This is an optimization exercise on Yosys and OpenROAD, whose aim is small area, not a production implementation. Function was checked by simulation only, so behaviour that the tests miss may differ from the original. Power is estimated from default activity; no workload was simulated.

==> flow/design.v (excerpt) <==
module timeService #(
  parameter int tickCount = 200,
  parameter int windowTol = 2,
  parameter int highTicks = 180
) (
  input  logic                              CLK,
  input  logic                              rst,
  input  timePkg::cmdOp                     cmd,
  input  logic [timePkg::timeWidth-1:0]     timeIn,
  input  logic                              ppsIn,
  output logic [timePkg::statusWidth-1:0]   statusOut,
  output logic [timePkg::controlWidth-1:0]  controlOut,
  output logic [timePkg::countWidth-1:0]    ticksPerPps,
  output logic [timePkg::timeWidth-1:0]     nowTime,
  output logic [timePkg::timeWidth-1:0]     deltaTime,
  output logic                              ppsOut
);
export LEC_CHECK = 0
export CAP_MARGIN = 20
export CORE_MARGIN = 2
export CORE_UTILIZATION = 40
export SLEW_MARGIN = 20
create_clock -name core_clock -period 5.5 [get_ports {CLK}]
standard.sh (not shown) runs the stock make flow with config.mk's settings and CLKGATE_MAP_FILE= SYNTH_SCRIPT=/design/flow/synth_recipe.tcl, a recipe that flattens the netlist after the stock synthesis.
==> flow/flow/run.sh <==
#!/bin/bash
# The standard layout (standard.sh: standard synthesis and ORFS to finish) with two changes:
#  - each port buffer is the smallest buffer cell instead of the flow's default pick;
#  - the clock tree uses clkbuf_4 cells in clusters of at most 10 sinks, without dummy loads.
set -euo pipefail
export BUFFER_PORTS_ARGS="-buffer_cell sky130_fd_sc_hd__buf_1"
export CTS_ARGS="-sink_clustering_enable -repair_clock_nets -dont_use_dummy_load -buf_list sky130_fd_sc_hd__clkbuf_4 -sink_clustering_size 10 -sink_clustering_max_diameter 40"
bash standard.sh finish > standard.log 2>&1
The first run finished clean.
Change:
--- a/flow/design.v
+++ b/flow/design.v
@@ -398,22 +398,30 @@
   assign dsbc[9] = dsbg[8] | (dsbp[8] & dsbc[8]);
   assign dsbc[10] = dsbg[9] | (dsbp[9] & dsbc[9]);
   assign dsbc[11] = dsbg[10] | (dsbp[10] & dsbc[10]);
   logic dsGG3, dsGP3;
   assign dsGG3 = (dsbg[15] | (dsbp[15] & (dsbg[14] | (dsbp[14] & (dsbg[13] | (dsbp[13] & dsbg[12])))))); assign dsGP3 = (dsbp[15] & (dsbp[14] & (dsbp[13] & dsbp[12])));
   assign dsgc[4] = dsGG3 | (dsGP3 & dsgc[3]);
   assign dsbc[12] = dsgc[3];
   assign dsbc[13] = dsbg[12] | (dsbp[12] & dsbc[12]);
   assign dsbc[14] = dsbg[13] | (dsbp[13] & dsbc[13]);
   assign dsbc[15] = dsbg[14] | (dsbp[14] & dsbc[14]);
   assign dsbc[16] = dsgc[4];
+  function automatic logic [27:0] inc28(input logic [27:0] q);
+    logic [28:0] t;
+    t[0] = 1'b1;
+    for (int i = 0; i < 28; i++) begin
+      inc28[i] = q[i] ^ t[i];
+      t[i+1] = (i == 13) ? &q[13:0] : q[i] & t[i];
+    end
+  endfunction
   logic [cw-1:0] perCount;
   logic localPulse, toggle;
   always_ff @(posedge CLK)
   begin
     if (rst)
     begin
       controlOut <= '0;
       deltaTime <= '0;
       timeSetSticky <= 1'b0;
       ppsInSticky <= 1'b0;
       ppsLostSticky <= 1'b0;
@@ -453,52 +461,52 @@
         if (setTime)
           timeSetSticky <= 1'b1;
         if (ppsOk)
           ppsInSticky <= 1'b1;
         if (ppsLost)
           ppsLostSticky <= 1'b1;
       end
       syncMeta <= ppsIn;
       ppsSync <= syncMeta;
       if (!disablePps)
         prevLevel <= ppsSync;
-      fromRise <= rawEdge ? cw'(1) : fromRise + 1'b1;
+      fromRise <= rawEdge ? cw'(1) : inc28(fromRise);
       ppsEdge <= rawEdge;
       ppsAccept <= acceptNow;
       ppsOk <= ppsAccept || (ppsOk && !ppsLost);
       ppsLost <= ppsOk && ((rawEdge && !inWindow) || (fromRise == maxTicks));
       if (ppsEdge)
         edgeCount <= edgeCount + 1'b1;
-      sinceAccept <= acceptNow ? cw'(1) : sinceAccept + 1'b1;
+      sinceAccept <= acceptNow ? cw'(1) : inc28(sinceAccept);
       if (acceptNow)
         ticksPerPps <= sinceAccept;
       secWrap <= 1'b0;
       if (setTime)
       begin
         seconds <= timeIn[63:32];
         frac <= {timeIn[31:0], 16'b0};
       end
       else
       begin
         if (secStep)
           seconds <= seconds + 1'b1;
         if (ppsStep)
           frac <= '0;
         else
         begin
           frac <= fracNext[47:0];
           secWrap <= fracNext[48];
         end
       end
       nowTime <= {seconds, frac[47:16]};
-      perCount <= secStep ? '0 : perCount + 1'b1;
+      perCount <= secStep ? '0 : inc28(perCount);
       localPulse <= perCount < highCount;
       toggle <= !toggle;
     end
   end
   always_comb
   begin
     case (controlOut[1:0])
       timePkg::modeDrive: ppsOut = localPulse;
       timePkg::modeEcho: ppsOut = ppsSync;
       timePkg::modeToggle: ppsOut = toggle;
       default: ppsOut = 1'b0;
Worst hold slack improves by 0.021 ns.
Die area is lower by 0.88%.
Sequential power hardly moves.
Worst setup slack gets worse by 0.081 ns.
Global-route usage rose by 0.27 points.
Non-clock buffer count goes down by 1.
Combinational power increases by about 2%.
Clock skew drops by 0.0074 ns.
Synthesized area is lower by 0.90%.
Routed wire length increases by 0.33%.
Sequential share of layout area climbs by 0.24 points.
Final area drops by 0.65%.
Count of clock-buffer cells in the layout is higher by 3.

-- port drivers added, routing unchanged --
Ports are ideal in the flow. The routed layouts listed here were re-timed in OpenROAD.
Step 1: set_driving_cell puts a clkbuf_16 on CLK and a buf_2 on each other input, an assumption about the parent block.
Step 2, shift: input delay + t, output delay - t, t = (earliest + latest rising clock arrival at the registers) / 2. This alone moves slack from input paths to output paths.
a / b / c = ideal ports / drivers / drivers and shift; a / b = the first two.
run	shift t [ns]	setup slack, ns	pins driven straight from the clock port
the first run	0.790	0.745 / 0.711 / -0.079	1
the second run	0.813	0.664 / 0.685 / -0.128	1
Met with ideal ports but missed after step 2: setup timing in the first run and the second run. For the first run, which loses most, drivers alone change the setup slack by -0.034 ns; drivers and shift together by -0.824 ns.
